This design comes from an exercise in tuning for small area and a short achievable clock period on the open sky130 flow, not from production work.
Function was checked by simulation only, so behaviour that the tests miss may differ from the original.
Power is estimated from default activity; no workload was simulated.

[flow/run.sh]
#!/bin/bash
# synth_recipe.tcl (not shown) runs the flow's synth.tcl, then flattens the netlist and writes it again
# the make line also repeats each setting of config.mk as NAME=value (left out here)
make -C /OpenROAD-flow-scripts/flow DESIGN_CONFIG=/design/flow/config.mk WORK_HOME=/design/flow/orfs CLKGATE_MAP_FILE= SYNTH_SCRIPT=/design/flow/synth_recipe.tcl finish
[flow/config.mk]
export PLATFORM = sky130hd
export DESIGN_NAME = vc_input_buffer_route
export DESIGN_NICKNAME = vc_input_buffer_route
export VERILOG_FILES = /design/flow/design.v
export SDC_FILE = /design/flow/constraint.sdc
export NUM_CORES = 4
export LEC_CHECK = 0
export CAP_MARGIN = 20
export CORE_MARGIN = 2
export CORE_UTILIZATION = 40
export SLEW_MARGIN = 20
[flow/constraint.sdc]
create_clock -name core_clock -period 5.0 [get_ports {clk}]
set_input_delay 1.0000 -clock core_clock [delete_from_list [all_inputs] [get_ports {clk}]]
set_output_delay 1.0000 -clock core_clock [all_outputs]
set_load 0.01 [all_outputs]
[flow/design.v]
module vc_input_buffer_route #(
    parameter int num_vcs       = 4,
    parameter int buffer_length = 8,
    parameter int data_width    = 32
) (
    input  logic                                           clk,
    input  logic                                           rst_n,
    input  logic                                           push,
    input  logic [$clog2(num_vcs)-1:0]                     vc_id,
    input  logic [data_width+num_vcs+14:0]                 data_in,
    input  logic [num_vcs-1:0]                             pop,
    input  logic [num_vcs-1:0]                             select,
    output logic [data_width+num_vcs+14:0]                 data_out,
    output logic [data_width+num_vcs+14:0]                 data_in_reg,
    output logic [num_vcs*(data_width+num_vcs+15)-1:0]     flit_buffer_out,
    output logic [num_vcs*5-1:0]                           output_port,
    output logic [num_vcs-1:0]                             head_is_tail,
    output logic [num_vcs*4-1:0]                           flags,
    output logic [num_vcs-1:0]                             buf_finished_empty
);
    localparam int FW       = data_width + num_vcs + 15;
    localparam int VW       = $clog2(num_vcs);
    localparam int PW       = $clog2(buffer_length);
    localparam int OW       = PW + 1;
    localparam int Y_LSB    = data_width;
    localparam int X_LSB    = data_width + 4;
    localparam int PORT_LSB = data_width + 8;
    localparam int TAIL_BIT = data_width + num_vcs + 13;
    localparam int HEAD_BIT = data_width + num_vcs + 14;
    localparam logic [4:0] PORT_N = 5'b00001;
    localparam logic [4:0] PORT_E = 5'b00010;
    localparam logic [4:0] PORT_S = 5'b00100;
    localparam logic [4:0] PORT_W = 5'b01000;
    localparam logic [4:0] PORT_L = 5'b10000;
    logic [FW-1:0]      storage   [num_vcs][buffer_length];
    logic [PW-1:0]      wr_ptr    [num_vcs];
    logic [PW-1:0]      rd_ptr    [num_vcs];
    logic [OW-1:0]      occ       [num_vcs];
    logic [OW-1:0]      occ_next  [num_vcs];
    logic [FW-1:0]      head_flit [num_vcs];
    logic [4:0]         route     [num_vcs];
    logic [num_vcs-1:0] do_push;
    logic [num_vcs-1:0] do_pop;
    always_comb begin
        do_push = '0;
        do_pop  = '0;
        for (int v = 0; v < num_vcs; v++) begin
            do_pop[v]   = pop[v] && (occ[v] != '0);
            do_push[v]  = push && (vc_id == VW'(v)) &&
                          ((occ[v] != OW'(buffer_length)) || do_pop[v]);
            occ_next[v] = occ[v] + OW'(do_push[v]) - OW'(do_pop[v]);
        end
    end
    always_ff @(posedge clk) begin
        if (!rst_n) begin
            for (int v = 0; v < num_vcs; v++) begin
                wr_ptr[v]        <= '0;
                rd_ptr[v]        <= '0;
                occ[v]           <= '0;
                flags[4*v +: 4]  <= 4'b0011;
            end
            buf_finished_empty <= '0;
        end else begin
            for (int v = 0; v < num_vcs; v++) begin
                if (do_push[v]) begin
                    wr_ptr[v] <= wr_ptr[v] + PW'(1);
                end
                if (do_pop[v]) begin
                    rd_ptr[v] <= rd_ptr[v] + PW'(1);
                end
                occ[v]          <= occ_next[v];
                flags[4*v +: 4] <= {occ_next[v] == OW'(buffer_length),
                                    occ_next[v] >= OW'(buffer_length - 1),
                                    occ_next[v] <= OW'(1),
                                    occ_next[v] == '0};
                buf_finished_empty[v] <= do_pop[v] && !do_push[v] && (occ[v] == OW'(1));
            end
        end
    end
    always_ff @(posedge clk) begin
        if (!rst_n) begin
            data_in_reg <= '0;
        end else begin
            data_in_reg <= data_in;
        end
    end
    always_ff @(posedge clk) begin
        for (int v = 0; v < num_vcs; v++) begin
            if (do_push[v]) begin
                storage[v][wr_ptr[v]] <= data_in;
            end
        end
    end
    always_comb begin
        logic signed [3:0] x_disp;
        logic signed [3:0] y_disp;
        logic [FW-1:0]     routed;
        data_out        = '0;
        flit_buffer_out = '0;
        output_port     = '0;
        head_is_tail    = '0;
        x_disp          = '0;
        y_disp          = '0;
        routed          = '0;
        for (int v = 0; v < num_vcs; v++) begin
            head_flit[v] = (occ[v] == '0) ? '0 : storage[v][rd_ptr[v]];
            x_disp       = head_flit[v][X_LSB +: 4];
            y_disp       = head_flit[v][Y_LSB +: 4];
            if (occ[v] == '0) begin
                route[v] = '0;
            end else if (x_disp > 4'sd0) begin
                route[v] = PORT_E;
            end else if (x_disp < 4'sd0) begin
                route[v] = PORT_W;
            end else if (y_disp > 4'sd0) begin
                route[v] = PORT_N;
            end else if (y_disp < 4'sd0) begin
                route[v] = PORT_S;
            end else begin
                route[v] = PORT_L;
            end
            flit_buffer_out[v*FW +: FW] = head_flit[v];
            output_port[v*5 +: 5]       = route[v];
            head_is_tail[v]             = (occ[v] != '0) && head_flit[v][HEAD_BIT] &&
                                          head_flit[v][TAIL_BIT];
            routed                      = head_flit[v];
            routed[PORT_LSB +: 5]       = route[v];
            data_out                    = data_out | ({FW{select[v]}} & routed);
        end
    end
endmodule
==> results of run 1 <==
==> through the flow <==
step,total power [W],setup TNS [ns],hold slack [ns]
after detailed placement,0.0316,0,0.477
after global placement,0.0316,0,0.465
final,0.0448,0,0.484
after CTS,0.0450,0,0.483
after global routing,0.0462,0,0.503
after floorplan,0.0238,-279.48,0.446
==> cells by family (layout without fill, tap and decap cells) <==
kind of cell,after synthesis,in the layout,share of synthesized area [%]
flops,1746,1746,75.9
mux,628,628,16.4
simple gates,535,535,3.73
buf+inv,219,995,1.42
compound gates,143,143,1.58
fa+ha+maj,36,36,0.711
xor+xnor,24,24,0.311
other cells,0,4,0
==> cell usage after synthesis, types with 3 or more instances <==
cell / number
edfxtp_1: 1632
mux4_2: 380
nor2_1: 258
mux2i_1: 240
dfxtp_1: 114
nand2_1: 102
a22oi_1: 90
buf_2: 80
and2_1: 65
clkbuf_1: 60
inv_1: 41
ha_1: 32
buf_1: 27
nor3_1: 20
nand3_1: 16
a21oi_1: 14
nor2b_1: 14
xor2_1: 14
and3_1: 11
and4_1: 11
buf_4: 10
nand2b_1: 10
xnor2_1: 10
mux2_2: 8
a222oi_1: 5
o21ai_0: 5
a21o_1: 4
fa_1: 4
nand4_1: 4
nor4_1: 4
a221o_1: 3
a41oi_1: 3
o22ai_1: 3
o31ai_1: 3
==> worst max-delay path, cell delays in order (launching register included) <==
cell             delay (ns)
dfxtp_4                0.51
buf_16                 0.28
buf_4                  0.28
mux4_2                 0.52
mux2i_1                0.33
nor2_1                 0.18
a22oi_1                0.31
nand2_1                0.10
clkdlybuf4s50_1        0.53
==> path summary, 6_finish.rpt <==
path | end | cells after the start
hold reg to reg | wr_ptr[1][1] | 2
setup / recovery | data_out[46] | 8
hold / removal | wr_ptr[1][1] | 2
setup reg to reg | storage[18][39] | 10
==> what timing repair did <==
item / in CTS / in global routing
resized for setup: 15 / 19
endpoints found under the setup margin: 17 / 15
setup buffers: 2 / 8
pin swaps: 0 / 2
==> cell usage in the layout, fill, tap and decap left out, types with 16 or more instances in the layout <==
master,instances
a22oi_1,85
and2_1,64
buf_12,58
buf_2,25
buf_4,138
clkbuf_1,42
clkbuf_16,186
clkdlybuf4s50_1,387
clkinv_1,28
clkinv_2,33
dfxtp_1,102
edfxtp_1,1632
ha_1,32
inv_1,41
mux2i_1,231
mux4_2,380
nand2_1,102
nand3_1,16
nor2_1,230
nor2_4,28
==> layout make-up <==
type	count	area share, %
flip-flops and latches	1746	62.5
multi-input cells	1366	19.1
repair buffers	621	7.78
clock buffers	236	5.99
well taps	2204	3.36
clock inverters	96	1.14
inverters	42	0.192
diodes	4	0.0122
==> per-layer routing <==
layer | GRT usage [%] | routed length (um)
met3 | 4.03 | 12500
met2 | 36.7 | 96300
met5 | 0 | 21
met4 | 7.09 | 5510
met1 | 30.5 | 81300
==> power groups by stage <==
stage	Sequential, W	Combinational (W)	Clock [W]
after floorplan	0.0168	0.00693	0
after CTS	0.0168	0.0147	0.0136
after global placement	0.0171	0.0145	0
after global routing	0.0168	0.0153	0.0141
final	0.0167	0.0147	0.0133
after detailed placement	0.0171	0.0145	0
==> results.txt, run 1 <==
via count=about 36000; Net Sw Frac=31.7%; clk root buf=clkbuf_16; FF/Latch Area=~0.051 mm^2; Setup violations, final=0; WS Path Type=reg -> out; Final min period=~5 ns; die height=415 um; Final Hold Fails=0; width of the die=slightly above 400 um; nets@finish=roughly 4100; FMAX=205 MHz; cell area after layout=around 0.082 mm^2; dpl ws=0.124 ns; crit path max fanout=29; largest net degree at the start of global routing=slightly below 70; Cell Area, Placed=0.0761 mm^2; detailed-route DRC error count=0; row count=150; Initial Util=40.4%; syn_nets=3431; crit end category=output port; clk latency of the worst-skew pair=about 0.82 ns; Pins Over Slew Limit=0; Non-Filler Instances=about 6300; Port Buffer Count=about 410; RePlAce Congestion=just over 0.9; Cell Area, Synth=0.0676 mm^2; Worst setup SP type=flop; area grow syn2layout=21.6%; Initial DRT Pass Iterations=6; Hold Buf Count CTS=0; GRT Total Usage=between 20% and 30%; Routed Antenna Nets=0; Worst Hold Class=reg -> reg; # IOs=a little over 400; first-pass GRT wire length=273000 um; WL per Instance=approximately 31 um; Worst Tran Pin Value=0.935 ns; Rel. slew slack=approximately 38%; cell area power density=545 mW/mm^2; vias per std cell=between 5 and 6; fill count=approximately 14000; RSZ-0062 raised after global routing=no; CP required=around 4.0 ns; htree depth=4; status=no timing/DRC/antenna violations; Clock Skews=~0.03 ns; Top FF cell, synth=edfxtp_1; Yosys reg bits=1746; Sw Pwr=around 0.014 W; Logic pwr share=roughly 33%; Yosys cell types=between 50 and 60; CTS tree=done; r2r setup slk=1.13 ns; layout cells sized above 1=a little under a quarter; grt total ovfl=0; drt total wl=196000 um; vias in the first global route=~35000; Cells after Synth=3331; FFs w/ async S/R, synth=0%; max-cap viol count=0; Synth top area share=between 70 and 80%; Multi-input gate area=0.0157 mm^2; Core ar.=~0.17 mm^2; initial drt markers=a little over 4000; crit path DAT=between 3 and 4 ns; die area=around 0.17 mm^2; Worst-path clk slew=about 0.060 ns; Setup WS post-layout=~0.11 ns; Tcrit/Tclk final=between 90% and 100%; Int Pwr=0.0306 W; Mean Syn Cell Area=20.3 um^2; hold path startpoint=wr_ptr[1][1]; launch point of the worst reg-to-reg path=occ[1][2]; sequential share of power=37.3%; post-DP HPWL=approximately 120000 um; Max VDD drop=0.000411 V; Synth warnings=7; DP Cell Count=just under 6000; clock group share of total power=a little under 30%; EDFF count, synth=~1600; initial antenna violation count=13; Sink Count=~1700; sequential area share after synthesis=75.9%; post-synth top area cell=edfxtp_1; TritonCTS buffer count=around 180; leakage power=~26 nW; top cells by area, synth=edfxtp_1 (73%), mux4_2 (13%), mux2i_1 (3.6%), dfxtp_1 (3.4%), nor2_1 (1.4%); flip-flop count of the largest register after layout=approximately 1600; Final Util=about half; CTS Buffer Depth=3
==> run 2, diff against run 1 <==
==> flow/design.v (replaced) <==
module vc_input_buffer_route #(
    parameter int num_vcs       = 4,
    parameter int buffer_length = 8,
    parameter int data_width    = 32
) (
    input  logic                                           clk,
    input  logic                                           rst_n,
    input  logic                                           push,
    input  logic [$clog2(num_vcs)-1:0]                     vc_id,
    input  logic [data_width+num_vcs+14:0]                 data_in,
    input  logic [num_vcs-1:0]                             pop,
    input  logic [num_vcs-1:0]                             select,
    output logic [data_width+num_vcs+14:0]                 data_out,
    output logic [data_width+num_vcs+14:0]                 data_in_reg,
    output logic [num_vcs*(data_width+num_vcs+15)-1:0]     flit_buffer_out,
    output logic [num_vcs*5-1:0]                           output_port,
    output logic [num_vcs-1:0]                             head_is_tail,
    output logic [num_vcs*4-1:0]                           flags,
    output logic [num_vcs-1:0]                             buf_finished_empty
);
    localparam int FW       = data_width + num_vcs + 15;
    localparam int VW       = $clog2(num_vcs);
    localparam int BL       = buffer_length - 1;           
    localparam int OW       = $clog2(buffer_length) + 1;
    localparam int Y_LSB    = data_width;
    localparam int X_LSB    = data_width + 4;
    localparam int PORT_LSB = data_width + 8;
    localparam int TAIL_BIT = data_width + num_vcs + 13;
    localparam int HEAD_BIT = data_width + num_vcs + 14;
    logic [FW-1:0] head  [num_vcs];
    logic [FW-1:0] body  [num_vcs][BL];
    logic [BL-1:0] rd_oh [num_vcs];
    logic [BL-1:0] wr_oh [num_vcs];
    logic [OW-1:0] occ   [num_vcs];
    logic [4:0]    route [num_vcs];
    always_ff @(posedge clk) begin
        if (!rst_n) data_in_reg <= '0;
        else        data_in_reg <= data_in;
    end
    for (genvar v = 0; v < num_vcs; v++) begin : g_vc
        logic          empty, one, full;
        logic          vsel, do_pop, do_push;
        logic          ld_in, hold, adv_rd, body_we;
        logic [BL-1:0] ld_body;
        logic [OW-1:0] occ_next;
        logic [FW-1:0] head_next;
        assign empty = flags[4*v];
        assign one   = flags[4*v+1] & ~flags[4*v];
        assign full  = flags[4*v+3];
        assign vsel     = push && (vc_id == VW'(v));
        assign do_pop   = pop[v] & ~empty;
        assign do_push  = vsel & (~full | pop[v]);
        assign occ_next = occ[v] + OW'(do_push) - OW'(do_pop);
        assign ld_in   = rst_n & vsel & (empty | (one & pop[v]));
        assign adv_rd  = rst_n & pop[v] & ~flags[4*v+1];
        assign ld_body = {BL{adv_rd}} & rd_oh[v];
        assign hold    = rst_n & (empty ? ~vsel : ~pop[v]);
        assign body_we = rst_n & vsel & ~empty & ~(one & pop[v]) & (~full | pop[v]);
        always_comb begin
            head_next = ({FW{ld_in}} & data_in) | ({FW{hold}} & head[v]);
            for (int k = 0; k < BL; k++)
                head_next = head_next | ({FW{ld_body[k]}} & body[v][k]);
        end
        always_ff @(posedge clk) begin
            head[v] <= head_next;
        end
        for (genvar k = 0; k < BL; k++) begin : g_body
            always_ff @(posedge clk) begin
                if (body_we && wr_oh[v][k]) body[v][k] <= data_in;
            end
        end
        always_ff @(posedge clk) begin
            if (!rst_n) begin
                rd_oh[v]              <= BL'(1);
                wr_oh[v]              <= BL'(1);
                occ[v]                <= '0;
                flags[4*v +: 4]       <= 4'b0011;
                buf_finished_empty[v] <= 1'b0;
            end else begin
                if (adv_rd)  rd_oh[v] <= {rd_oh[v][BL-2:0], rd_oh[v][BL-1]};
                if (body_we) wr_oh[v] <= {wr_oh[v][BL-2:0], wr_oh[v][BL-1]};
                occ[v]                <= occ_next;
                flags[4*v +: 4]       <= {occ_next == OW'(buffer_length),
                                          occ_next >= OW'(buffer_length - 1),
                                          occ_next <= OW'(1),
                                          occ_next == '0};
                buf_finished_empty[v] <= do_pop & ~do_push & one;
            end
        end
        logic [3:0] xd, yd;
        assign xd = head[v][X_LSB +: 4];
        assign yd = head[v][Y_LSB +: 4];
        assign route[v][1] = ~xd[3] & (|xd[2:0]);                     
        assign route[v][3] = xd[3];                                   
        assign route[v][0] = ~(|xd) & ~yd[3] & (|yd[2:0]);            
        assign route[v][2] = ~(|xd) & yd[3];                          
        assign route[v][4] = ~empty & ~(|xd) & ~(|yd);                
        assign flit_buffer_out[v*FW +: FW] = head[v];
        assign output_port[v*5 +: 5]       = route[v];
        assign head_is_tail[v]             = head[v][HEAD_BIT] & head[v][TAIL_BIT];
    end
    always_comb begin
        logic [FW-1:0] routed;
        data_out = '0;
        for (int v = 0; v < num_vcs; v++) begin
            routed                = head[v];
            routed[PORT_LSB +: 5] = route[v];
            data_out              = data_out | ({FW{select[v]}} & routed);
        end
    end
endmodule
==> results.txt, run 2 <==
Critical Path, Cell by Cell=nor4_2 > nor2b_1 > a32oi_1 > o211ai_1 > clkdlybuf4s50_1; vias per std cell=6.18 (+10%); FMAX=210 MHz (+2.6%); adder-cell area share of the yosys netlist=0.440% (-0.27 points); WS Path Type=reg -> out; largest net degree at the start of global routing=54 (-22%); Largest stage delay, worst path=0.64 ns (+0.11 ns); Final Util=48.4% (-0.74 points); most frequent cells in the layout=edfxtp_1 (1428), clkdlybuf4s50_1 (388), dfxtp_1 (328); fill count=13500 (-2.0%); Max VDD drop=0.000364 V (-11%); Non-Filler Instances=6592 (+4.4%); main combinational cell family by area after synthesis=compound AO/OA/AOI/OAI gates; leading cell type by number of instances after synthesis=edfxtp_1; FFs w/ async S/R, synth=0% (unchanged); Sink Count=1775 (+1.7%); CP required=4.00 ns (about the same); drt total wl=227000 um (+16%); Synth warnings=7 (unchanged); via count=40800 (+15%); Worst setup SP type=flop; hold path startpoint=body[15][15]; status=no timing/DRC/antenna violations; Cell Area, Synth=0.0636 mm^2 (-5.8%); Post-Synth Simple-Gate Area=6.14% (+2.4 points); Final Hold Fails=0 (unchanged); CTS Buffer Depth=3 (unchanged); wl on met1=89200 um (+9.7%); Tcrit/Tclk final=95.2% (-2.5 points); Yosys cell types=56 (-3.4%); Worst Hold Class=reg -> reg; Cell Area, Placed=0.0707 mm^2 (-7.0%); Commonest cells post-synth=edfxtp_1 (1428), dfxtp_1 (347), nand2_1 (324); mux share of post-synthesis cell area=0.440% (-16 points); Port Buffer Count=413 (unchanged); Worst Tran Pin Value=1.15 ns (+0.211 ns); CP Launch Point=head[2][39]; Setup violations, final=0 (unchanged); # IOs=414 (unchanged); GRT Total Usage=27.4% (+5.0 points); leakage power=24.7 nW (-4.7%); first-pass GRT wire length=311000 um (+14%); XOR/XNOR Fraction of Synth Area=0.110% (-0.20 points); width of the die=403 um (-2.9%); grt total ovfl=0 (unchanged); flip-flop count of the largest register after layout=1428 (-13%); sequential area share after synthesis=78.3% (+2.4 points); nets@finish=4434 (+9.3%); Cells after Synth=3883 (+17%); Rel. slew slack=23.6% (-14 points); EDFF count, synth=1428 (-13%); RePlAce Congestion=0.879 (-3.2%); row count=146 (-2.7%); top cells by area, synth=edfxtp_1 (67%), dfxtp_1 (11%), a222oi_1 (4.9%), a22oi_1 (3.4%), nand2_1 (1.9%); CP max stage cell=clkdlybuf4s50_1; Core ar.=0.158 mm^2 (-5.5%); post-synthesis compound-gate area fraction=12.4% (+11 points); routed wl met3=28900 um (+130%); Synth top area share=67.4% (-5.1 points); initial antenna violation count=24 (+11); Initial Util=40.2% (-0.14 points); die height=403 um (-2.9%); Top FF cell, synth=edfxtp_1; clk latency of the worst-skew pair=0.82 ns (about the same); CTS tree=done; RSZ-0062 raised after global routing=no; Yosys reg bits=1775 (+1.7%); post-DP HPWL=144000 um (+18%); clk root buf=clkbuf_16; vias in the first global route=38300 (+8.5%); met2 routed WL=101000 um (+4.7%); DP Cell Count=6239 (+4.5%); area grow syn2layout=20.2%; Pins Over Slew Limit=0 (unchanged); Worst-path clk slew=0.06 ns (about the same); Clock Skews=0.0300 ns (+0.000135 ns); die area=0.162 mm^2 (-5.8%); layout cells sized above 1=12.0% (-11 points); Crit path max-delay family=simple AND/OR/NAND/NOR gates; leading cell type in the layout, fill and taps excluded=edfxtp_1; max-cap viol count=0 (unchanged); TritonCTS buffer count=181 (+1.1%); htree depth=4 (unchanged); max layer used=met5; Routed Antenna Nets=0 (unchanged); Setup TNS=0 ns (unchanged); Final min period=4.76 ns (-0.125 ns); launch point of the worst reg-to-reg path=flags[0]; initial drt markers=6976 (+70%); post-synth top area cell=edfxtp_1; syn_nets=3967 (+16%); cell area power density=475 mW/mm^2 (-13%); crit path max fanout=6 (-79%); Initial DRT Pass Iterations=10 (+4); cell area after layout=0.0765 mm^2 (-6.9%); WL per Instance=34.4 um (+11%); crit end category=output port; crit path DAT=3.76 ns (-0.13 ns); Hold Buf Count CTS=0 (unchanged); Mean Syn Cell Area=16.4 um^2 (-19%); Buf+Inv Stages, Crit Path=1 (-2); detailed-route DRC error count=0 (unchanged)
-- run 2: changes by cell type in the layout (fill, tap and decap cells not counted), sizes merged, moves of 30 or more --
cell | before | now
a221oi | 0 | 139
a21o | 4 | 49
dfxtp | 114 | 347
a22oi | 90 | 291
a222oi | 5 | 311
nand2 | 102 | 324
edfxtp | 1632 | 1428
nor2 | 258 | 143
mux4 | 380 | 0
nand3 | 16 | 119
and2 | 66 | 101
buf | 234 | 185
mux2i | 240 | 28
nand4 | 4 | 34
-- run 2: worst min-delay path, stage by stage, from the launching register on --
cell and delay, ns:
edfxtp_1 0.32, a222oi_1 0.06, nand3_1 0.06
-- run 2: layout make-up --
class / count / area, um^2 / area share [%]
clock inverters: 77 / 619 / 0.810
clock buffers: 265 / 5120 / 6.69
well taps: 2072 / 2590 / 3.39
multi-input cells: 1795 / 12500 / 16.4
flip-flops and latches: 1775 / 49900 / 65.2
repair buffers: 573 / 5670 / 7.41
inverters: 24 / 90.1 / 0.118
diodes: 11 / 27.5 / 0.0360
-- run 2: routing by layer --
| layer | up-vias | track usage, % |
|---|---|---|
| met4 | 8 | 9.06 |
| met5 | - | 0 |
| met1 | 20900 | 38.5 |
| met2 | 2730 | 40.9 |
| li1 | 16900 | - |
| met3 | 304 | 8.01 |
-- run 2: logic make-up (layout without fill, tap and decap cells) --
kind of cell,after synthesis,count (layout)
adder cells (fa/ha/maj),20,20
other,0,11
buffers and inverters,313,939
AO/OA/AOI/OAI,929,929
flip-flops,1775,1775
AND/OR/NAND/NOR,810,810
XOR/XNOR,8,8
multiplexers,28,28
-- run 2: report_power, final --
part / switching, W / leakage [nW] / total [W] / internal (W)
Clock: 0.00569 / 2.81 / 0.0131 / 0.00743
Sequential: 0.00131 / 15.7 / 0.0178 / 0.0165
Combinational: 0.00317 / 6.18 / 0.00537 / 0.00220
Total: 0.0102 / 24.7 / 0.0363 / 0.0262
-- run 2: path summary, 6_finish.rpt --
kind	endpoint	slack, ns	cells after the start
setup / recovery	data_out[40]	0.24	5
hold / removal	head[2][15]	0.46	2
setup reg to reg	body[1][44]	2.22	4
hold reg to reg	head[2][15]	0.46	2
-- run 2: what timing repair did --
item,in CTS,in global routing
resized for setup,1,0
endpoints found under the setup margin,1,0
setup buffers,0,0
-- run 2: metrics by stage --
| stage | setup WS [ns] | power, W | hold WS (ns) |
|---|---|---|---|
| after floorplan | 1.45 | 0.0196 | 0.435 |
| after global placement | 0.856 | 0.0234 | 0.439 |
| after detailed placement | 0.875 | 0.0234 | 0.450 |
| after CTS | 0.188 | 0.0364 | 0.450 |
| after global routing | 0.173 | 0.0373 | 0.476 |
| final | 0.238 | 0.0363 | 0.456 |
==> run 3, diff against run 2 <==
--- a/flow/design.v
+++ b/flow/design.v
@@ -90,12 +90,16 @@
         logic [3:0] xd, yd;
-        assign xd = head[v][X_LSB +: 4];
-        assign yd = head[v][Y_LSB +: 4];
-        assign route[v][1] = ~xd[3] & (|xd[2:0]);                     
-        assign route[v][3] = xd[3];                                   
-        assign route[v][0] = ~(|xd) & ~yd[3] & (|yd[2:0]);            
-        assign route[v][2] = ~(|xd) & yd[3];                          
-        assign route[v][4] = ~empty & ~(|xd) & ~(|yd);                
+        logic [4:0] route_next;
+        assign xd = head_next[X_LSB +: 4];
+        assign yd = head_next[Y_LSB +: 4];
+        assign route_next[1] = ~xd[3] & (|xd[2:0]);                   
+        assign route_next[3] = xd[3];                                 
+        assign route_next[0] = ~(|xd) & ~yd[3] & (|yd[2:0]);          
+        assign route_next[2] = ~(|xd) & yd[3];                        
+        assign route_next[4] = rst_n & (occ_next != '0) & ~(|xd) & ~(|yd);  
+        always_ff @(posedge clk) begin
+            route[v]        <= route_next;
+            head_is_tail[v] <= head_next[HEAD_BIT] & head_next[TAIL_BIT];
+        end
         assign flit_buffer_out[v*FW +: FW] = head[v];
         assign output_port[v*5 +: 5]       = route[v];
-        assign head_is_tail[v]             = head[v][HEAD_BIT] & head[v][TAIL_BIT];
     end
--- a/flow/config.mk
+++ b/flow/config.mk
@@ -10,2 +10,3 @@
 export CORE_UTILIZATION = 40
+export SETUP_SLACK_MARGIN = 2.2
 export SLEW_MARGIN = 20
==> results.txt, run 3 <==
status=no timing/DRC/antenna violations; Non-Filler Instances=6595 (+0.046%); cell area power density=445 mW/mm^2 (-6.3%); nets@finish=4443 (+0.20%); initial drt markers=6105 (-12%); RSZ-0062 raised after global routing=yes; Yosys cell types=57 (+1.8%); reg2reg path depth=6 (+2); via count=40000 (-1.9%); RePlAce Congestion=0.856 (-2.6%); FMAX=333 MHz (+59%); Initial DRT Pass Iterations=9 (-1); main combinational cell family by area after synthesis=compound AO/OA/AOI/OAI gates; Top FF cell, synth=edfxtp_1; adder-cell area share of the yosys netlist=0.441% (about the same); Worst Tran Pin Value=1.10 ns (-0.0490 ns); r2r setup slk=2.25 ns (+0.03 ns); CTS tree=done; htree depth=4 (unchanged); Rel. slew slack=26.8% (+3.3 points); EDFF count, synth=1428 (unchanged); hold path startpoint=body[17][47]; mux share of post-synthesis cell area=0.378% (-0.063 points); layout cells sized above 1=20.2% (+8.3 points); sequential area share after synthesis=79.0% (+0.70 points); WS Path Type=in -> out; die area=0.162 mm^2 (about the same); Sink Count=1795 (+1.1%); clk root buf=clkbuf_16; leakage power=26.9 nW (+8.8%); Initial Util=40.2% (about the same); post-DP HPWL=134000 um (-6.8%); Worst setup SP type=primary input; crit path DAT=2.00 ns (-1.76 ns); Max VDD drop=0.000384 V (+5.7%); Synth top area share=67.4% (about the same); routed wl met3=19600 um (-32%); syn_nets=3897 (-1.8%); Worst-path clk slew=0.06 ns (about the same); Yosys reg bits=1795 (+1.1%); Mean Syn Cell Area=16.7 um^2 (+1.7%); Final Util=49.7% (+1.4 points); area grow syn2layout=23.8%; Port Buffer Count=413 (unchanged); Routed Antenna Nets=0 (unchanged); Worst Hold Class=reg -> reg; row count=146 (unchanged); Final min period=3.00 ns (-1.76 ns); GRT Total Usage=26.7% (-0.72 points); most frequent cells in the layout=edfxtp_1 (1428), a22oi_1 (374), nand2_1 (231); max-cap viol count=0 (unchanged); post-synth top area cell=edfxtp_1; Setup violations, final=0 (unchanged); Clock Skews=0.0450 ns (+0.0150 ns); Min Hold Slack=0.428 ns (-0.0282 ns); detailed-route DRC error count=0 (unchanged); Cell Area, Synth=0.0636 mm^2 (about the same); Cells after Synth=3813 (-1.8%); crit end category=output port; # IOs=414 (unchanged); die height=403 um (about the same); FFs w/ async S/R, synth=0% (unchanged); TritonCTS buffer count=176 (-2.8%); largest net degree at the start of global routing=59 (+9.3%); first-pass GRT wire length=303000 um (-2.3%); Tcrit/Tclk final=60.0% (-35 points); leading cell type in the layout, fill and taps excluded=edfxtp_1; clk latency of the worst-skew pair=0.83 ns (about the same); flip-flop count of the largest register after layout=1428 (unchanged); grt total ovfl=0 (unchanged); top cells by area, synth=edfxtp_1 (67%), dfxtp_1 (12%), a22oi_1 (5.4%), a222oi_1 (3.1%), nand2_1 (1.4%); reg-to-reg critical path endpoint=route[3][4]; met2 routed WL=104000 um (+2.7%); post-synthesis compound-gate area fraction=13.5% (+1.1 points); vias per std cell=6.07 (-1.9%); hold depth=2 (unchanged); max layer used=met4; vias in the first global route=37600 (-1.6%); crit path max fanout=6 (unchanged); width of the die=403 um (about the same); launch point of the worst reg-to-reg path=rd_oh[3][4]; Pins Over Slew Limit=0 (unchanged); Hold Path Sink=head[2][47]; CP Launch Point=select[2]; XOR/XNOR Fraction of Synth Area=0.165% (+0.055 points); Core ar.=0.158 mm^2 (unchanged); Hold Buf Count CTS=0 (unchanged); WL per Instance=33.5 um (-2.8%); initial antenna violation count=13 (-46%); Post-Synth Simple-Gate Area=4.49% (-1.7 points); Setup TNS=0 ns (unchanged); Final Hold Fails=0 (unchanged); Synth warnings=7 (unchanged); CTS Buffer Depth=3 (unchanged); Commonest cells post-synth=edfxtp_1 (1428), a22oi_1 (458), dfxtp_1 (367); drt total wl=221000 um (-2.8%); wl on met1=87700 um (-1.6%); CP required=4.00 ns (about the same); leading cell type by number of instances after synthesis=edfxtp_1; DP Cell Count=6148 (-1.5%)
## run 3: through the flow
stage               power (W)  worst slack (ns)  cell area [um^2]
CTS                    0.0351              1.94             78300
global placement       0.0219             0.800             70600
finish                 0.0350              2.00             78700
detailed placement     0.0220             0.743             70600
floorplan              0.0192              2.07             63800
global route           0.0360              1.99             78700
## run 3: logic make-up (layout without fill, tap and decap cells)
kind of cell,count (synthesis),after routing
adders and majority gates,20,20
xor gates and xnor gates,12,12
DFF,1795,1795
buffers and inverters,323,1016
AOI/OAI and AO/OA,1087,1087
muxes,24,24
other,0,10
and+or+nand+nor,552,559
## run 3: routing by layer
metal,GRT usage [%],up-vias
met5,0,-
met4,11.1,0
met3,4.69,291
met2,42.2,2217
met1,36.6,20700
li1,-,16800
## run 3: worst max path at each step
stage	end	slack [ns]	depth (start not counted)
final	data_out[40]	2.00	5
after global routing	data_out[42]	1.99	5
after CTS	data_out[42]	1.94	5
after detailed placement	body[5][27]	0.74	6
after global placement	body[5][34]	0.80	6
after floorplan	body[0][0]	2.07	7
## run 3: report_power, final
part	switching (W)	internal, W	leakage, nW	total, W
Combinational	0.00237	0.00165	8.10	0.00403
Clock	0.00582	0.00745	2.82	0.0133
Sequential	0.000954	0.0168	15.9	0.0177
## run 3: final cells by class
| class | instances | area (um^2) |
|---|---|---|
| diodes | 10 | 25.0 |
| clock buffers | 240 | 4800 |
| clock inverters | 92 | 1020 |
| fillers | 13200 | 79500 |
| inverters | 35 | 131 |
| multi-input cells | 1702 | 12700 |
| flip-flops and latches | 1795 | 50600 |
| well taps | 2072 | 2590 |
| repair buffers | 649 | 6730 |
## run 3: worst max-delay path, cell delays in order
cell	delay [ns]
buf_16	0.13
buf_16	0.15
a22oi_2	0.43
nand2_1	0.10
buf_2	0.16
## run 3: what timing repair did
action	CTS	global route
cloned	24	0
pin swaps	66	45
gates resized for setup	800	69
endpoints found under the setup margin	1576	319
setup buffers	68	13
==> run 4, diff against run 3 <==
--- a/flow/config.mk
+++ b/flow/config.mk
@@ -9,4 +9,4 @@
 export CORE_MARGIN = 2
-export CORE_UTILIZATION = 40
-export SETUP_SLACK_MARGIN = 2.2
+export CORE_UTILIZATION = 60
+export SETUP_SLACK_MARGIN = 2.4
 export SLEW_MARGIN = 20
==> results.txt, run 4 <==
Yosys reg bits=1795 (unchanged); grt total ovfl=0 (unchanged); Final min period=3.05 ns (+0.0517 ns); Max VDD drop=0.000443 V (+15%); sequential area share after synthesis=79.0% (unchanged); launch point of the worst reg-to-reg path=rd_oh[2][6]; Setup TNS=0 ns (unchanged); initial antenna violation count=7 (-6); via count=41300 (+3.2%); CTS tree=done; WL per Instance=36.6 um (+9.4%); main combinational cell family by area after synthesis=compound AO/OA/AOI/OAI gates; die area=0.109 mm^2 (-33%); GRT Total Usage=39.4% (+13 points); Sink Count=1795 (unchanged); FMAX=328 MHz (-1.7%); post-synthesis compound-gate area fraction=13.5% (unchanged); Worst Tran Pin Value=1.12 ns (+0.0179 ns); hold depth=2 (unchanged); clk root buf=clkbuf_16; leakage power=27.0 nW (+0.43%); nets@finish=4433 (-0.23%); fill count=6517 (-51%); Initial Util=60.4% (+20 points); DP Cell Count=5430 (-12%); TritonCTS buffer count=171 (-2.8%); post-synth top area cell=edfxtp_1; crit path DAT=2.05 ns (+0.05 ns); Cells after Synth=3813 (unchanged); hold path startpoint=body[22][6]; Pins Over Slew Limit=0 (unchanged); Routed Antenna Nets=0 (unchanged); Cell Area, Synth=0.0636 mm^2 (unchanged); Top FF cell, synth=edfxtp_1; vias in the first global route=39000 (+3.5%); Mean Syn Cell Area=16.7 um^2 (unchanged); WS Path Type=in -> out; Non-Filler Instances=5892 (-11%); clk latency of the worst-skew pair=0.79 ns (-0.04 ns); Worst setup SP type=primary input; crit path max fanout=8 (+2); CP required=4.00 ns (about the same); Initial DRT Pass Iterations=11 (+2); leading cell type by number of instances after synthesis=edfxtp_1; die height=330 um (-18%); Synth top area share=67.4% (unchanged); Worst Setup EP=data_out[20]; crit end category=output port; flip-flop count of the largest register after layout=1428 (unchanged); leading cell type in the layout, fill and taps excluded=edfxtp_1; initial drt markers=6563 (+7.5%); Final Hold Fails=0 (unchanged); Commonest cells post-synth=edfxtp_1 (1428), a22oi_1 (458), dfxtp_1 (367); RSZ-0062 raised after global routing=yes; detailed-route DRC error count=0 (unchanged); Clock Skews=0.0343 ns (-0.0106 ns); mux share of post-synthesis cell area=0.378% (unchanged); r2r setup slk=2.45 ns (+0.20 ns); Hold Buf Count CTS=0 (unchanged); adder-cell area share of the yosys netlist=0.441% (unchanged); Port Buffer Count=413 (unchanged); area grow syn2layout=21.7%; Rel. slew slack=25.6% (-1.2 points); vias per std cell=7.01 (+16%); reg2reg path depth=6 (unchanged); Post-Synth Simple-Gate Area=4.49% (unchanged); Tcrit/Tclk final=61.0% (+1.0 points); CP Launch Point=select[2]; syn_nets=3897 (unchanged); CTS Buffer Depth=3 (unchanged); most frequent cells in the layout=edfxtp_1 (1428), a22oi_1 (391), dlygate4sd2_1 (298); width of the die=330 um (-18%); Worst Hold Class=reg -> reg; first-pass GRT wire length=296000 um (-2.5%); row count=119 (-18%); RePlAce Congestion=0.912 (+6.5%); largest net degree at the start of global routing=54 (-8.5%); top cells by area, synth=edfxtp_1 (67%), dfxtp_1 (12%), a22oi_1 (5.4%), a222oi_1 (3.1%), nand2_1 (1.4%); reg-to-reg critical path endpoint=route[2][4]; Cell Area, Placed=0.0694 mm^2 (-1.8%); post-DP HPWL=118000 um (-12%); total power=0.0350 W (about the same); Synth warnings=7 (unchanged); Yosys cell types=57 (unchanged); Setup violations, final=0 (unchanged); drt total wl=216000 um (-2.3%); htree depth=4 (unchanged); max-cap viol count=0 (unchanged); cell area after layout=0.0774 mm^2 (-1.7%); FFs w/ async S/R, synth=0% (unchanged); Worst-path clk slew=0.06 ns (about the same); # IOs=414 (unchanged); XOR/XNOR Fraction of Synth Area=0.165% (unchanged); Core ar.=0.105 mm^2 (-33%); layout cells sized above 1=20.5% (+0.29 points); status=no timing/DRC/antenna violations; Min Hold Slack=0.456 ns (+0.0277 ns); EDFF count, synth=1428 (unchanged); cell area power density=453 mW/mm^2 (+1.8%)
[run 4: cell counts after synthesis]
No cell type changed its count.
[run 4: final cells by class]
cell class                 instances  area, um^2  share of cell area, %
antenna                            4        10.0                 0.0129
clock inverter                    70         681                  0.880
timing repair buffer             610        5990                   7.74
clock buffer                     251        5110                   6.61
sequential                      1795       50600                   65.4
inverter                          35         134                  0.173
multi-input combinational       1736       13100                   17.0
tap                             1391        1740                   2.25
[run 4: kinds of logic after synthesis]
group,count (synthesis)
buffers and inverters,323
flip-flops,1795
XOR/XNOR,12
adder cells (fa/ha/maj),20
AO/OA/AOI/OAI,1087
multiplexers,24
AND/OR/NAND/NOR,552
[run 4: worst min path at each step]
stage / end / slack, ns
after CTS: head[2][22] / 0.45
after floorplan: head[3][0] / 0.43
final: head[3][6] / 0.46
after global placement: head[3][6] / 0.44
after detailed placement: head[3][0] / 0.44
after global routing: head[3][23] / 0.47
[run 4: power by group]
part / switching, W / internal [W]
sequential: 0.000972 / 0.0168
clock: 0.00550 / 0.00771
combinational: 0.00246 / 0.00164
total: 0.00893 / 0.0261
[run 4: through the flow]
stage | setup slack, ns | utilization [%]
after global routing | 1.98 | 73.5
after CTS | 2.00 | 73.2
final | 1.95 | 73.5
after floorplan | 2.07 | -
after global placement | 0.977 | 65.9
after detailed placement | 0.891 | 65.9
[run 4: repair_timing]
item / in CTS / in global routing
buffers inserted: 58 / 21
endpoints found under the setup margin: 1981 / 461
pin swaps: 102 / 38
gates cloned: 56 / 2
resized for setup: 885 / 75
[run 4: worst max-delay path, stage by stage]
cell	delay, ns
buf_16	0.17
buf_16	0.19
a22oi_2	0.41
nand2_1	0.09
buf_2	0.16
[run 4: routing by layer]
metal	share of wire (%)	vias to the layer above	global-route usage, %
met1	36	20900	52.9
met4	4.8	6	17.0
met2	46	3135	59.9
li1	-	16800	-
met3	14	469	12.5
met5	0.016	-	0
==> run 5, diff against run 4 <==
--- a/flow/config.mk
+++ b/flow/config.mk
@@ -9,4 +9,7 @@
 export CORE_MARGIN = 2
-export CORE_UTILIZATION = 60
+export CORE_UTILIZATION = 50
+export CTS_CLUSTER_DIAMETER = 80
+export CTS_CLUSTER_SIZE = 24
 export SETUP_SLACK_MARGIN = 2.4
 export SLEW_MARGIN = 20
+export TNS_END_PERCENT = 10
==> results.txt, run 5 <==
row count=130 (+9.2%); top cells by area, synth=edfxtp_1 (67%), dfxtp_1 (12%), a22oi_1 (5.4%), a222oi_1 (3.1%), nand2_1 (1.4%); total power=0.0300 W (-14%); Synth warnings=7 (unchanged); Pins Over Slew Limit=0 (unchanged); # IOs=414 (unchanged); clk latency of the worst-skew pair=0.70 ns (-0.09 ns); Setup WS post-layout=2.02 ns (+0.0726 ns); leakage power=25.0 nW (-7.5%); post-synth top area cell=edfxtp_1; RSZ-0062 raised after global routing=yes; grt total ovfl=0 (unchanged); largest net degree at the start of global routing=53 (-1.9%); Worst Tran Pin Value=1.17 ns (+0.0566 ns); Non-Filler Instances=6007 (+2.0%); WS Path Type=in -> out; Core ar.=0.126 mm^2 (+20%); die area=0.130 mm^2 (+20%); hold depth=2 (unchanged); Largest stage delay, worst path=0.37 ns (-0.04 ns); crit end category=output port; Yosys reg bits=1795 (unchanged); Setup TNS=0 ns (unchanged); FFs w/ async S/R, synth=0% (unchanged); Synth top area share=67.4% (unchanged); GRT Total Usage=31.4% (-8.0 points); initial antenna violation count=8 (+1); Worst-path clk slew=0.08 ns (+0.02 ns); clock group share of total power=27.2% (-10 points); Final min period=2.98 ns (-0.0726 ns); sequential share of power=58.8% (+8.2 points); Max VDD drop=0.000253 V (-43%); Cells after Synth=3813 (unchanged); Sink Count=1795 (unchanged); status=no timing/DRC/antenna violations; syn_nets=3897 (unchanged); CTS tree=done; htree depth=3 (-1); area grow syn2layout=17.9%; max-cap viol count=0 (unchanged); vias in the first global route=37100 (-4.9%); Int Pwr=0.0221 W (-15%); layout cells sized above 1=15.2% (-5.3 points); flip-flop count of the largest register after layout=1428 (unchanged); Tcrit/Tclk final=59.6% (-1.5 points); WL per Instance=34.8 um (-4.9%); first-pass GRT wire length=290000 um (-2.0%); leading cell type by number of instances after synthesis=edfxtp_1; die height=361 um (+9.4%); CP required=4.00 ns (about the same); Cell Area, Synth=0.0636 mm^2 (unchanged); Final Hold Fails=0 (unchanged); drt total wl=209000 um (-3.1%); initial drt markers=6401 (-2.5%); Rel. slew slack=21.6% (-4.0 points); Net Sw Frac=26.3% (+0.79 points); nets@finish=4358 (-1.7%); Mean Syn Cell Area=16.7 um^2 (unchanged); Yosys cell types=57 (unchanged); TritonCTS buffer count=86 (-50%); width of the die=361 um (+9.4%); via count=39800 (-3.5%); Port Buffer Count=413 (unchanged); reg2reg path depth=6 (unchanged); most frequent cells in the layout=edfxtp_1 (1428), a22oi_1 (392), clkdlybuf4s50_1 (290); dpl ws=0.764 ns (-0.127 ns); detailed-route DRC error count=0 (unchanged); cell area power density=400 mW/mm^2 (-12%); RePlAce Congestion=0.834 (-8.5%); post-DP HPWL=124000 um (+5.0%); Critical Path, Cell by Cell=buf_16 > buf_6 > a22oi_2 > nand2_1 > buf_2; crit path max fanout=6 (-2); Sw Pwr=0.00788 W (-12%); Worst setup SP type=primary input; DP Cell Count=5736 (+5.6%); Initial Util=50.5% (-9.9 points); crit path DAT=1.98 ns (-0.07 ns); CP max stage cell=a22oi_2; EDFF count, synth=1428 (unchanged); Setup violations, final=0 (unchanged); FMAX=336 MHz (+2.4%); leading cell type in the layout, fill and taps excluded=edfxtp_1; sequential area share after synthesis=79.0% (unchanged); Top FF cell, synth=edfxtp_1; fill count=9576 (+47%); r2r setup slk=2.42 ns (-0.03 ns); Commonest cells post-synth=edfxtp_1 (1428), a22oi_1 (458), dfxtp_1 (367); Initial DRT Pass Iterations=9 (-2); CTS Buffer Depth=3 (unchanged); clk root buf=clkbuf_16; vias per std cell=6.63 (-5.4%); Routed Antenna Nets=0 (unchanged); Worst Hold Class=reg -> reg; Clock Skews=0.0252 ns (-0.00918 ns); Logic pwr share=14.0% (+2.3 points); Final Util=59.5% (-14 points)
## run 5: cell counts after synthesis
No cell type changed its count.
## run 5: area by class of cell
class / instances / area (um^2) / area share, %
multi-input combinational: 1717 / 12900 / 17.1
tap: 1650 / 2060 / 2.75
sequential: 1795 / 50400 / 67.3
timing repair buffer: 639 / 6830 / 9.11
clock inverter: 12 / 116 / 0.155
inverter: 35 / 136 / 0.182
antenna: 9 / 22.5 / 0.0300
clock buffer: 150 / 2510 / 3.35
## run 5: what timing repair did
action	in CTS	in global routing
hold buffers	0	0
pin swaps	89	32
gates resized for setup	368	200
endpoints found under the setup margin	1946	1746
gates cloned	39	3
buffers inserted	38	20
## run 5: cells by family (layout without fill, tap and decap cells)
logic type	count (synthesis)	count (layout)	share of synthesized area, %
AOI/OAI and AO/OA	1087	1087	13.5
xor gates and xnor gates	12	12	0.165
adders and majority gates	20	20	0.441
buffers and inverters	323	836	2.04
DFF	1795	1795	79.0
muxes	24	24	0.378
other	0	9	0
and+or+nand+nor	552	574	4.49
## run 5: power groups by stage
stage          sequential (W)  combinational (W)  clock (W)
2_1_floorplan          0.0175            0.00169          0
3_3_place_gp           0.0179            0.00392          0
3_5_place_dp           0.0179            0.00395          0
4_1_cts                0.0176            0.00403    0.00821
5_1_grt                0.0177            0.00447    0.00873
6_report               0.0176            0.00420    0.00815
## run 5: final timing paths
kind	from	to
worst max-delay path	select[1]	data_out[44]
worst min-delay path	body[22][5]	head[3][5]
worst max register to register	rd_oh[3][3]	route[3][4]
worst min register to register	body[22][5]	head[3][5]
## run 5: critical path, delay by kind of cell
family / cells / cell delay (ns)
and+or+nand+nor: 1 / 0.09
AOI/OAI and AO/OA: 1 / 0.37
buffers and inverters: 3 / 0.45
## run 5: routing by layer
metal / GRT usage, % / wire [um] / up-vias
li1: - / - / 16600
met1: 44.9 / 83600 / 20700
met2: 49.9 / 98000 / 2296
met3: 6.08 / 21300 / 248
met4: 7.47 / 6090 / 4
met5: 0 / 26 / -
## run 5: stage by stage
step | hold slack [ns] | area, um^2
final | 0.456 | 75000
after global routing | 0.482 | 74900
after CTS | 0.460 | 74200
after detailed placement | 0.439 | 70200
after global placement | 0.435 | 70200
after floorplan | 0.431 | 63700
==> run 6, diff against run 5 <==
==> flow/flow/run.sh (new file) <==
#!/bin/bash
# The standard layout, with plain buf_2 cells as the port buffers.
set -euo pipefail
bash standard.sh "BUFFER_PORTS_ARGS=-buffer_cell sky130_fd_sc_hd__buf_2" finish > standard_flow.log 2>&1
==> flow/standard.sh (new file) <==
#!/bin/bash
# synth_recipe.tcl (not shown) runs the flow's synth.tcl, then flattens the netlist and writes it again
# the make line also repeats each setting of config.mk as NAME=value (left out here)
make -C /OpenROAD-flow-scripts/flow DESIGN_CONFIG=/design/flow/config.mk WORK_HOME=/design/flow/orfs CLKGATE_MAP_FILE= SYNTH_SCRIPT=/design/flow/synth_recipe.tcl "${@:-finish}"
removed: flow/run.sh
==> results.txt, run 6 <==
WS Path Type=in -> out; Core ar.=0.126 mm^2 (unchanged); vias in the first global route=36500 (-1.6%); EDFF count, synth=1428 (unchanged); Synth warnings=7 (unchanged); Final Hold Fails=0 (unchanged); leakage power=24.0 nW (-3.9%); Worst Tran Pin Value=1.17 ns (-0.000969 ns); max-cap viol count=0 (unchanged); crit path DAT=1.99 ns (about the same); Sw Pwr=0.00778 W (-1.2%); Initial Util=50.5% (unchanged); Setup TNS=0 ns (unchanged); CTS tree=done; via count=39400 (-1.1%); flip-flop count of the largest register after layout=1428 (unchanged); Worst setup SP type=primary input; Buf+Inv Stages, Crit Path=4 (+1); Hold Buf Count CTS=0 (unchanged); FFs w/ async S/R, synth=0% (unchanged); fill count=9852 (+2.9%); Port Buffer Count=413 (unchanged); # IOs=414 (unchanged); first-pass GRT wire length=284000 um (-2.0%); Sink Count=1795 (unchanged); total power=0.0294 W (-1.9%); crit end category=output port; CP max stage cell=a22oi_2; Critical Path, Cell by Cell=buf_16 > buf_16 > buf_4 > a22oi_2 > nand2_1 > buf_2; post-synth top area cell=edfxtp_1; Top FF cell, synth=edfxtp_1; leading cell type in the layout, fill and taps excluded=edfxtp_1; largest net degree at the start of global routing=59 (+11%); Int Pwr=0.0216 W (-2.2%); Initial DRT Pass Iterations=8 (-1); Logic pwr share=12.4% (-1.6 points); area grow syn2layout=12.5%; most frequent cells in the layout=edfxtp_1 (1428), a22oi_1 (409), buf_2 (407); CTS Buffer Depth=3 (unchanged); Cell Area, Synth=0.0636 mm^2 (unchanged); drt total wl=212000 um (+1.5%); RSZ-0062 raised after global routing=yes; Worst path most repeated cell=buf_16; sequential area share after synthesis=79.0% (unchanged); die area=0.130 mm^2 (unchanged); Crit path max-delay family=buffers and inverters; width of the die=361 um (unchanged); FMAX=335 MHz (-0.29%); Net Sw Frac=26.5% (+0.19 points); Routed Antenna Nets=0 (unchanged); TritonCTS buffer count=87 (+1.2%); Max VDD drop=0.000261 V (+3.3%); Commonest cells post-synth=edfxtp_1 (1428), a22oi_1 (458), dfxtp_1 (367); htree depth=3 (unchanged); FF/Latch Area=0.0503 mm^2 (-0.35%); die height=361 um (unchanged); WL per Instance=36.0 um (+3.6%); layout cells sized above 1=18.7% (+3.6 points); Tcrit/Tclk final=59.7% (+0.17 points); top cells by area, synth=edfxtp_1 (67%), dfxtp_1 (12%), a22oi_1 (5.4%), a222oi_1 (3.1%), nand2_1 (1.4%); vias per std cell=6.69 (+0.86%); Final min period=2.99 ns (+0.00869 ns); Yosys reg bits=1795 (unchanged); Largest stage delay, worst path=0.25 ns (-0.12 ns); sequential share of power=59.4% (+0.6 points); status=no timing/DRC/antenna violations; crit path max fanout=12 (+6); Mean Syn Cell Area=16.7 um^2 (unchanged); GRT Total Usage=30.9% (-0.50 points); Worst-path clk slew=0.10 ns (+0.02 ns); initial drt markers=6438 (+0.58%); clock group share of total power=28.2% (+1.0 points); post-DP HPWL=114000 um (-8.0%); Yosys cell types=57 (unchanged); clk latency of the worst-skew pair=0.72 ns (+0.02 ns); detailed-route DRC error count=0 (unchanged); Clock Skews=0.0463 ns (+0.0211 ns); RePlAce Congestion=0.822 (-1.4%); Synth top area share=67.4% (unchanged); CP required=4.00 ns (about the same); cell area power density=411 mW/mm^2 (+2.8%); Pins Over Slew Limit=0 (unchanged); grt total ovfl=0 (unchanged); nets@finish=4247 (-2.5%); Cells after Synth=3813 (unchanged); Setup violations, final=0 (unchanged); row count=130 (unchanged); Rel. slew slack=21.9% (+0.31 points); Worst Hold Class=reg -> reg; initial antenna violation count=9 (+1); leading cell type by number of instances after synthesis=edfxtp_1; Multi-input gate area=0.0128 mm^2 (-0.50%); clk root buf=clkbuf_16; syn_nets=3897 (unchanged)
run 6: cell counts after synthesis:
No cell type changed its count.
run 6: worst paths after layout:
check             slack, ns     endpoint  cells after the start         start
setup / recovery       2.01  data_out[4]                      6     select[1]
hold / removal         0.45  head[3][25]                      2  body[22][25]
hold reg to reg        0.45  head[3][25]                      2  body[22][25]
setup reg to reg       2.26  route[1][4]                      6      flags[5]
run 6: worst min-delay path, delay by kind of cell, from the launching register on:
family	cells	cell delay, ns
AO/OA/AOI/OAI	1	0.06
flip-flops	1	0.33
AND/OR/NAND/NOR	1	0.06
run 6: what timing repair did:
action / CTS / global route
pin swaps: 53 / 15
gates resized for setup: 121 / 45
setup endpoints to repair: 1613 / 1418
setup buffers: 13 / 18
gates cloned: 32 / 9
run 6: cell type report:
| class | count | share of cell area [%] |
|---|---|---|
| clock buffer | 151 | 3.57 |
| inverter | 35 | 0.191 |
| sequential | 1795 | 70.3 |
| multi-input combinational | 1725 | 17.9 |
| tap | 1650 | 2.89 |
| timing repair buffer | 519 | 4.98 |
| clock inverter | 12 | 0.201 |
| antenna | 3 | 0.0105 |
run 6: kinds of logic (layout without fill, tap and decap cells):
| kind of cell | count (synthesis) | after routing | synth area share [%] |
|---|---|---|---|
| AO/OA/AOI/OAI | 1087 | 1087 | 13.5 |
| XOR/XNOR | 12 | 12 | 0.165 |
| adder cells (fa/ha/maj) | 20 | 20 | 0.441 |
| buffers and inverters | 323 | 717 | 2.04 |
| flip-flops | 1795 | 1795 | 79.0 |
| multiplexers | 24 | 24 | 0.378 |
| other | 0 | 3 | 0 |
| AND/OR/NAND/NOR | 552 | 582 | 4.49 |
run 6: power by group through the flow:
stage	Clock [W]	Sequential [W]	Combinational (W)
global route	0.00885	0.0175	0.00392
detailed placement	0	0.0177	0.00337
CTS	0.00834	0.0174	0.00352
global placement	0	0.0177	0.00332
floorplan	0	0.0175	0.00169
finish	0.00829	0.0175	0.00365
run 6: metrics by stage:
stage               std cells  hold slack [ns]  setup slack (ns)  util (%)  instance area (um^2)
floorplan                3813            0.431              2.07         -                 63700
global placement         5652            0.435              1.02      53.4                 67300
detailed placement       5652            0.441              1.00      53.4                 67300
CTS                      5860            0.459              2.01      56.5                 71100
global route             5887            0.487              1.94      56.8                 71500
finish                   5890            0.451              2.01      56.8                 71500
run 6: per-layer routing:
| layer | vias up | share of wire, % | GRT usage, % | wire [um] |
|---|---|---|---|---|
| met4 | 0 | 3.6 | 9.03 | 7580 |
| met2 | 2360 | 47 | 49.7 | 99500 |
| met5 | - | 0 | 0 | 0 |
| met3 | 294 | 11 | 5.70 | 23600 |
| li1 | 16300 | - | - | - |
| met1 | 20400 | 38 | 43.2 | 81500 |
==> run 7, diff against run 6 <==
==> flow/flow/run.sh (replaced) <==
#!/bin/bash
# The standard layout, with the select/data_out pins grouped on one edge and small port buffers.
set -euo pipefail
here=$(cd "$(dirname "${BASH_SOURCE[0]}")" && pwd)
export PRE_IO_PLACEMENT_TCL=$here/io.tcl
bash standard.sh "BUFFER_PORTS_ARGS=-buffer_cell sky130_fd_sc_hd__buf_2" finish > standard_flow.log 2>&1
==> flow/flow/io.tcl (new file) <==
# Keep the combinational select -> data_out pins together on one edge, select in the middle.
set pins {}
for {set i 0} {$i < 25} {incr i} { lappend pins "data_out\[$i\]" }
for {set i 0} {$i < 4} {incr i} { lappend pins "select\[$i\]" }
for {set i 25} {$i < 51} {incr i} { lappend pins "data_out\[$i\]" }
set_io_pin_constraint -pin_names $pins -region right:*
set_io_pin_constraint -group -order -pin_names $pins
--- a/flow/config.mk
+++ b/flow/config.mk
@@ -7,2 +7,3 @@
 export LEC_CHECK = 0
+export ABC_AREA = 1
 export CAP_MARGIN = 20
@@ -10,6 +11,4 @@
 export CORE_UTILIZATION = 50
-export CTS_CLUSTER_DIAMETER = 80
-export CTS_CLUSTER_SIZE = 24
+export CTS_BUF_LIST = sky130_fd_sc_hd__clkbuf_4 sky130_fd_sc_hd__clkbuf_8
 export SETUP_SLACK_MARGIN = 2.4
 export SLEW_MARGIN = 20
-export TNS_END_PERCENT = 10
==> results.txt, run 7 <==
GRT Total Usage=36.4% (+5.5 points); initial antenna violation count=18 (+9); Critical Path, Cell by Cell=inv_1 > o22ai_2 > a21oi_2 > o21ai_2 > buf_2; htree depth=5 (+2); mux share of post-synthesis cell area=0% (-0.38 points); Yosys reg bits=1795 (unchanged); EDFF count, synth=1428 (unchanged); WL per Instance=31.5 um (-12%); Top FF cell, synth=edfxtp_1; XOR/XNOR Fraction of Synth Area=0.0792% (-0.086 points); Initial Util=50.4% (-0.087 points); post-synth top area cell=edfxtp_1; CTS Buffer Depth=4 (+1); Cells after Synth=5142 (+35%); status=no timing/DRC/antenna violations; most frequent cells in the layout=edfxtp_1 (1428), nand2_1 (1111), clkbuf_8 (355); first-pass GRT wire length=341000 um (+20%); Yosys cell types=46 (-19%); vias in the first global route=43500 (+19%); Final min period=3.17 ns (+0.188 ns); clk latency of the worst-skew pair=1.02 ns (+0.30 ns); WS Path Type=reg -> out; max-cap viol count=0 (unchanged); Clock Skews=0.0683 ns (+0.0220 ns); area grow syn2layout=24.3%; Sink Count=1795 (unchanged); top cells by area, synth=edfxtp_1 (65%), dfxtp_1 (11%), nand2_1 (6.6%), a21oi_1 (2.6%), inv_1 (2.2%); fill count=10100 (+2.9%); Routed Antenna Nets=0 (unchanged); drt total wl=252000 um (+19%); DP Cell Count=7206 (+27%); crit end category=output port; met1 Track Usage GR=51.9% (+8.6 points); detailed-route DRC error count=0 (unchanged); post-DP HPWL=161000 um (+42%); Initial DRT Pass Iterations=7 (-1); Crit path max-delay family=buffers and inverters; leakage power=31.0 nW (+29%); M2 GR Usage=52.0% (+2.3 points); Cell Area, Synth=0.0664 mm^2 (+4.4%); Worst setup SP type=flop; Final Hold Fails=0 (unchanged); die area=0.136 mm^2 (+4.3%); Mean Syn Cell Area=12.9 um^2 (-23%); clk root buf=clkbuf_8; CTS tree=done; Post-Synth Simple-Gate Area=11.8% (+7.3 points); layout cells sized above 1=29.7% (+11 points); Multi-input gate area=0.0149 mm^2 (+17%); Worst Hold Class=in -> reg; Setup violations, final=0 (unchanged); FFs w/ async S/R, synth=0% (unchanged); Largest stage delay, worst path=0.38 ns (+0.13 ns); Rel. slew slack=31.0% (+9.1 points); TritonCTS buffer count=306 (+250%); syn_nets=5226 (+34%); Port Buffer Count=413 (unchanged); CP max stage cell=dfxtp_4; GR peak layer=met2; Buf+Inv Stages, Crit Path=2 (-2); via count=47800 (+21%); largest net degree at the start of global routing=52 (-12%); main combinational cell family by area after synthesis=simple AND/OR/NAND/NOR gates; crit path max fanout=2 (-10); flip-flop count of the largest register after layout=1428 (unchanged); Worst Tran Pin Value=1.03 ns (-0.138 ns); nets@finish=6081 (+43%); initial drt markers=7048 (+9.5%); Core ar.=0.132 mm^2 (+4.6%); Max VDD drop=0.000307 V (+18%); Synth warnings=7 (unchanged); FF/Latch Area=0.0508 mm^2 (+1.1%); vias per std cell=5.98 (-11%); row count=133 (+2.3%); sequential area share after synthesis=75.7% (-3.3 points); RePlAce Congestion=0.989 (+20%); Non-Filler Instances=7998 (+36%); Tcrit/Tclk final=63.5% (+3.8 points); cell area power density=449 mW/mm^2 (+9.3%); Worst-path clk slew=0.06 ns (-0.04 ns); Commonest cells post-synth=edfxtp_1 (1428), nand2_1 (1174), inv_1 (384); width of the die=368 um (+2.1%); Pins Over Slew Limit=0 (unchanged); Setup TNS=0 ns (unchanged); crit path DAT=2.17 ns (+0.18 ns); grt total ovfl=0 (unchanged); r2r setup slk=1.83 ns (-0.43 ns); FMAX=315 MHz (-5.9%); post-synthesis compound-gate area fraction=8.08% (-5.4 points); met3 usage=12.2% (+6.5 points); adder-cell area share of the yosys netlist=0.422% (-0.018 points); RSZ-0062 raised after global routing=yes; # IOs=414 (unchanged); die height=368 um (+2.1%); Synth top area share=64.6% (-2.8 points); CP required=4.00 ns (about the same); leading cell type by number of instances after synthesis=edfxtp_1; leading cell type in the layout, fill and taps excluded=edfxtp_1
-- run 7: cell count changes after synthesis, sizes merged, moves of 100 or more --
cell,delta
clkbuf,-151
nand2,+945
inv,+352
nand3,+242
o22ai,+119
buf,+100
nor2,+191
a222oi,-198
a21oi,+179
a22oi,-415
-- run 7: path summary, 6_finish.rpt --
check,startpoint,to,cells past startpoint
hold / removal,rst_n,flags[1],2
setup reg to reg,head[3][17],head[3][17],23
setup / recovery,head[2][18],data_out[18],5
hold reg to reg,body[6][20],head[0][20],2
-- run 7: cells by family (layout without fill, tap and decap cells) --
| kind of cell | after synthesis | after routing |
|---|---|---|
| AOI/OAI and AO/OA | 842 | 842 |
| adders and majority gates | 20 | 20 |
| buffers and inverters | 624 | 1705 |
| other | 0 | 13 |
| xor gates and xnor gates | 6 | 6 |
| and+or+nand+nor | 1855 | 1862 |
| DFF | 1795 | 1795 |
-- run 7: final cells by class --
type                       instances  area share [%]
clock buffer                     483            7.09
antenna                           13          0.0395
timing repair inverter            14           0.137
timing repair buffer             763            7.62
tap                             1755            2.66
inverter                         387            2.29
sequential                      1795            61.6
clock inverter                    58           0.401
multi-input combinational       2730            18.1
-- run 7: per-stage QoR --
stage | hold slack, ns | total power, W | area, um^2 | setup slack, ns | util (%)
2_1_floorplan | 0.423 | 0.0196 | 66800 | 2.05 | -
3_3_place_gp | 0.429 | 0.0224 | 71400 | 0.954 | 54.2
3_5_place_dp | 0.436 | 0.0224 | 71400 | 0.925 | 54.2
4_1_cts | 0.289 | 0.0365 | 81100 | 1.74 | 61.6
5_1_grt | 0.347 | 0.0380 | 82400 | 1.79 | 62.6
6_report | 0.367 | 0.0371 | 82500 | 1.83 | 62.6
-- run 7: repair_timing --
action                     CTS  global route
hold buffers                 0             0
setup buffers              148            65
resized for setup          772           167
pin swaps                   53            29
cloned                      18             6
setup endpoints to repair  664           488
-- run 7: where the power goes --
part | switching (W) | total [W] | internal, W
clock | 0.00582 | 0.0134 | 0.00754
combinational | 0.00372 | 0.00584 | 0.00212
sequential | 0.000993 | 0.0179 | 0.0169
-- run 7: metal layers --
metal | part of all wire, % | vias to the layer above
met1 | 39 | 23700
li1 | - | 20200
met5 | 0.086 | -
met3 | 15 | 523
met4 | 4.0 | 4
met2 | 42 | 3351

-- re-timing with driven ports --
How much do the figures lean on ideal ports? The routed layouts below were timed once more, with nothing changed but the port constraints.
Step 1, drivers: a clkbuf_16 drives clk and a buf_2 each remaining input, both assumed.
Step 2 adds t to the input delays and takes it off the output delays; t is the mean of the earliest and latest rising clock arrival at the registers after step 1. Input paths then give back, and output paths get back, about the clock's delay inside the block.
Slacks: ideal / step 1 / step 2; pairs: ideal / step 1.
run | shift t [ns] | setup slack, ns | clock arrival spread, ns
run 1 | 0.879 | 0.113 / 0.035 / 0.061 | 0.031 / 0.032
run 2 | 0.886 | 0.238 / 0.154 / 0.803 | 0.032 / 0.032
run 3 | 0.895 | 2.001 / 1.811 / 1.411 | 0.052 / 0.051
run 4 | 0.851 | 1.949 / 1.882 / 1.582 | 0.034 / 0.035
run 5 | 0.766 | 2.022 / 1.753 / 1.663 | 0.032 / 0.033
run 6 | 0.772 | 2.013 / 1.820 / 1.348 | 0.047 / 0.048
run 7 | 1.067 | 1.825 / 1.742 / 1.391 | 0.071 / 0.070
After both steps setup and hold are still met in every run listed. The setup slack of run 6, which loses most, moves by -0.193 ns with the drivers and by -0.665 ns with both steps.
